From an optimization exercise on the open Yosys and OpenROAD flow, aimed at small area and a short achievable clock period; shortcuts taken in it are not production practice.
Function was checked by simulation only, so behaviour that the tests miss may differ from the original.
Power and IR drop assume default switching activity.

## linx_uart_tx_fifo
module linx_uart_tx_fifo
#(
  parameter int DEPTH = linx_uart_pkg::LINX_UART_FIFO_DEPTH,
  parameter int OVF_W = 16,
  localparam int AW = $clog2(DEPTH)
) (
  input  logic                   clk,
  input  logic                   rst,
  input  logic                   flush,
  input  logic                   in_valid,
  input  logic [linx_uart_pkg::UART_BYTE_W-1:0] in_byte,
  input  logic                   pop,
  output logic                   out_valid,
  output logic [linx_uart_pkg::UART_BYTE_W-1:0] out_byte,
  output logic [AW:0]            count,
  output logic                   empty,
  output logic                   full,
  output logic                   overflow,
  output logic [OVF_W-1:0]       overflow_cnt,
  output logic [31:0]            byte_total
);
  localparam int BW = linx_uart_pkg::UART_BYTE_W;
  logic [DEPTH/16-1:0]    r_wrow;
  logic [15:0]            r_wcol;
  logic [AW-5:0]          r_rrow;
  logic [15:0]            r_rcol;
  logic [AW:0]            r_count;
  logic                   r_empty, r_one, r_two;
  logic                   r_overflow;
  ...
Settings: LEC_CHECK=0, CAP_MARGIN=20, CORE_MARGIN=2, CORE_UTILIZATION=40, CTS_CLUSTER_DIAMETER=120, CTS_CLUSTER_SIZE=24, SETUP_SLACK_MARGIN=3.3, SLEW_MARGIN=20, TNS_END_PERCENT=10; clock period 5.5 ns.
run.sh (not shown) runs the stock make flow with config.mk's settings and CLKGATE_MAP_FILE= SYNTH_SCRIPT=/design/flow/synth_recipe.tcl, a recipe that flattens the netlist after the stock synthesis.
The starting point produced a layout that fails on antenna violations.
Edit:
--- a/flow/config.mk
+++ b/flow/config.mk
@@ -13 +13,2 @@
-export SETUP_SLACK_MARGIN = 3.3
+export PLACE_DENSITY = 0.64
+export SETUP_SLACK_MARGIN = 3.2
Effect:
- Now the flow produced a clean layout
- critical path depth rises by 7
- clock skew rises by 24 ps
- utilization falls by 1.3 points
- fmax falls slightly
- via count falls slightly
- worst hold slack is worse by 13 ps
- power falls slightly
- count of clock-buffer cells in the layout falls by 7
- cell area falls by a few percent
- clock power falls slightly
- routed wire length falls by a few percent
Edit:
--- a/flow/config.mk
+++ b/flow/config.mk
@@ -13,2 +13,2 @@
-export PLACE_DENSITY = 0.64
-export SETUP_SLACK_MARGIN = 3.2
+export PLACE_DENSITY = 0.75
+export SETUP_SLACK_MARGIN = 3.3
What happened:
- The new run finished clean
- global-route usage is about the same
- sequential power stays flat
- hold slack improves by 6.4 ps
- design area climbs by 1.9%
- fmax climbs by 0.83%
- worst setup slack improves by 21 ps
- utilization climbs by 0.85 points
Edit:
--- a/flow/config.mk
+++ b/flow/config.mk
@@ -13,2 +13 @@
-export PLACE_DENSITY = 0.75
-export SETUP_SLACK_MARGIN = 3.3
+export SETUP_SLACK_MARGIN = 3
@@ -16 +14,0 @@
-export TNS_END_PERCENT = 10
Result: The new run ran to the end with no violations. Combinational power came out lower by 4.3%. Clock power stays flat. Worst setup slack is worse by 98 ps. Hold slack got worse by 22 ps. Clock-buffer cell count is higher by 1. Final area falls by 2.8%. Utilization fell by 1.3 points.
Edit:
--- a/flow/config.mk
+++ b/flow/config.mk
@@ -13 +13 @@
-export SETUP_SLACK_MARGIN = 3
+export SETUP_SLACK_MARGIN = 3.2
@@ -14,0 +15 @@
+export TNS_END_PERCENT = 10
=>
- wire length grows by a few percent
- synthesized cell count is unchanged
- count of clock-buffer cells in the layout grows by 1

---

Setup of v46:
linx_uart_tx_fifo, a different RTL version from the one above (not shown whole).
For scale: about 4300 cells after synthesis, roughly 2100 flip-flops, about 82 I/O pins.
Settings: LEC_CHECK=0, CAP_MARGIN=20, CORE_MARGIN=2, CORE_UTILIZATION=40, SETUP_SLACK_MARGIN=3, SLEW_MARGIN=20; clock period 5.5 ns.
### v46 -> v4
Settings: changing SETUP_SLACK_MARGIN from 3 to 2.
Results
No stage failed in v4, and the final checks on the layout all came back clean. Data required time of the worst path, v46 and v4: higher on v46. Changes observed in v4 relative to v46: share of power burned in the clock network went down 0.3 points, design area moved down. NOTE: final cell count in v4 falls short of that of v46. v4 vs v46: non-clock buffer count down. [compare] base=v46 new=v4: maximum frequency moved down, power moved down. Delta (v4 minus v46): detailed route wirelength on metal2 decreased 2500 um; proportion of power drawn by combinational gates -0.2 points; TritonCTS buffer count lower.
Input changes introduced in v32 (baseline for comparison: v4):
Settings: changing SETUP_SLACK_MARGIN from 2 to 3; setting CTS_CLUSTER_DIAMETER to 120 for the first time; setting CTS_CLUSTER_SIZE to 24 for the first time.
Per the comparison of v32 with v4, depth of the most critical reg-to-reg path +2; part of the power in registers +11 points; global-route track usage on met2 +0.49 points; pin count of the biggest net entering global routing +2.3%; cell count -57.

---

RTL: one of the versions met above, not the one the previous note started from.
Size: ~82 I/O pins, about 0.080 sq mm of cells after synthesis.
make LEC_CHECK=0 CAP_MARGIN=20 CORE_MARGIN=2 CORE_UTILIZATION=40 CTS_CLUSTER_DIAMETER=120 CTS_CLUSTER_SIZE=24 PLACE_DENSITY=0.72 SETUP_SLACK_MARGIN=3 SLEW_MARGIN=20 TNS_END_PERCENT=10 finish   # period 5.5 ns
Change:
- PLACE_DENSITY: 0.72 -> 0.68
- SETUP_SLACK_MARGIN: 3 -> 3.2
- The new run ran to the end with no violations
- maximum frequency grows by 7.1%
- cell area grows by 3.1%
- count of clock-buffer cells in the layout grows by 2
- setup slack improves by 170 ps
Change:
- CAP_MARGIN: 20 -> 50
- PLACE_DENSITY: 0.68 -> default
- SETUP_SLACK_MARGIN: 3.2 -> 3
- SLEW_MARGIN: 20 -> 70
Hold slack gets better by 18 ps.
Total power stays flat.
Die area does not change.
First-iteration DRC count came out lower by about 22%.
Cell count hardly moves.
Synthesized cell count stays the same.
Core utilization came out higher by 0.28 points.

static timing again, ports no longer ideal:
The results above use ideal ports. As a check the final layouts listed here were re-extracted and re-timed, cells and wires unchanged.
Step 1 assumes that a clkbuf_16 drives the clock port and a buf_2 every other input.
Step 2 adds t to the input delays and takes it off the output delays; t is the mean of the earliest and latest rising clock arrival at the registers after step 1. Input paths then give back, and output paths get back, about the clock's delay inside the block.
Three values: no drivers, after step 1, after step 2; two values: the first two.
run	shift t [ns]	setup slack, ns	worst slew at a driven data input, ns
the first run of note 1	0.861	3.034 / 2.948 / 2.428	0.07
the second run of note 1	0.861	3.001 / 2.954 / 2.328	0.04
the third run of note 1	0.846	3.022 / 2.941 / 2.358	0.05
the fourth run of note 1	0.877	2.923 / 2.919 / 2.210	0.05
the fifth run of note 1	0.859	3.021 / 2.945 / 2.391	0.06
v46	0.928	2.338 / 2.338 / 1.845	0.09
v4	0.950	1.777 / 1.777 / 1.210	0.05
v32	0.877	2.273 / 2.273 / 1.861	0.09
the first run of note 3	0.873	2.877 / 2.835 / 2.262	0.05
the second run of note 3	0.835	3.050 / 2.963 / 2.350	0.04
the third run of note 3	0.856	2.935 / 2.893 / 2.292	0.06
The setup slack of the fourth run of note 1, which loses most, moves by -0.004 ns with the drivers and by -0.713 ns with both steps.
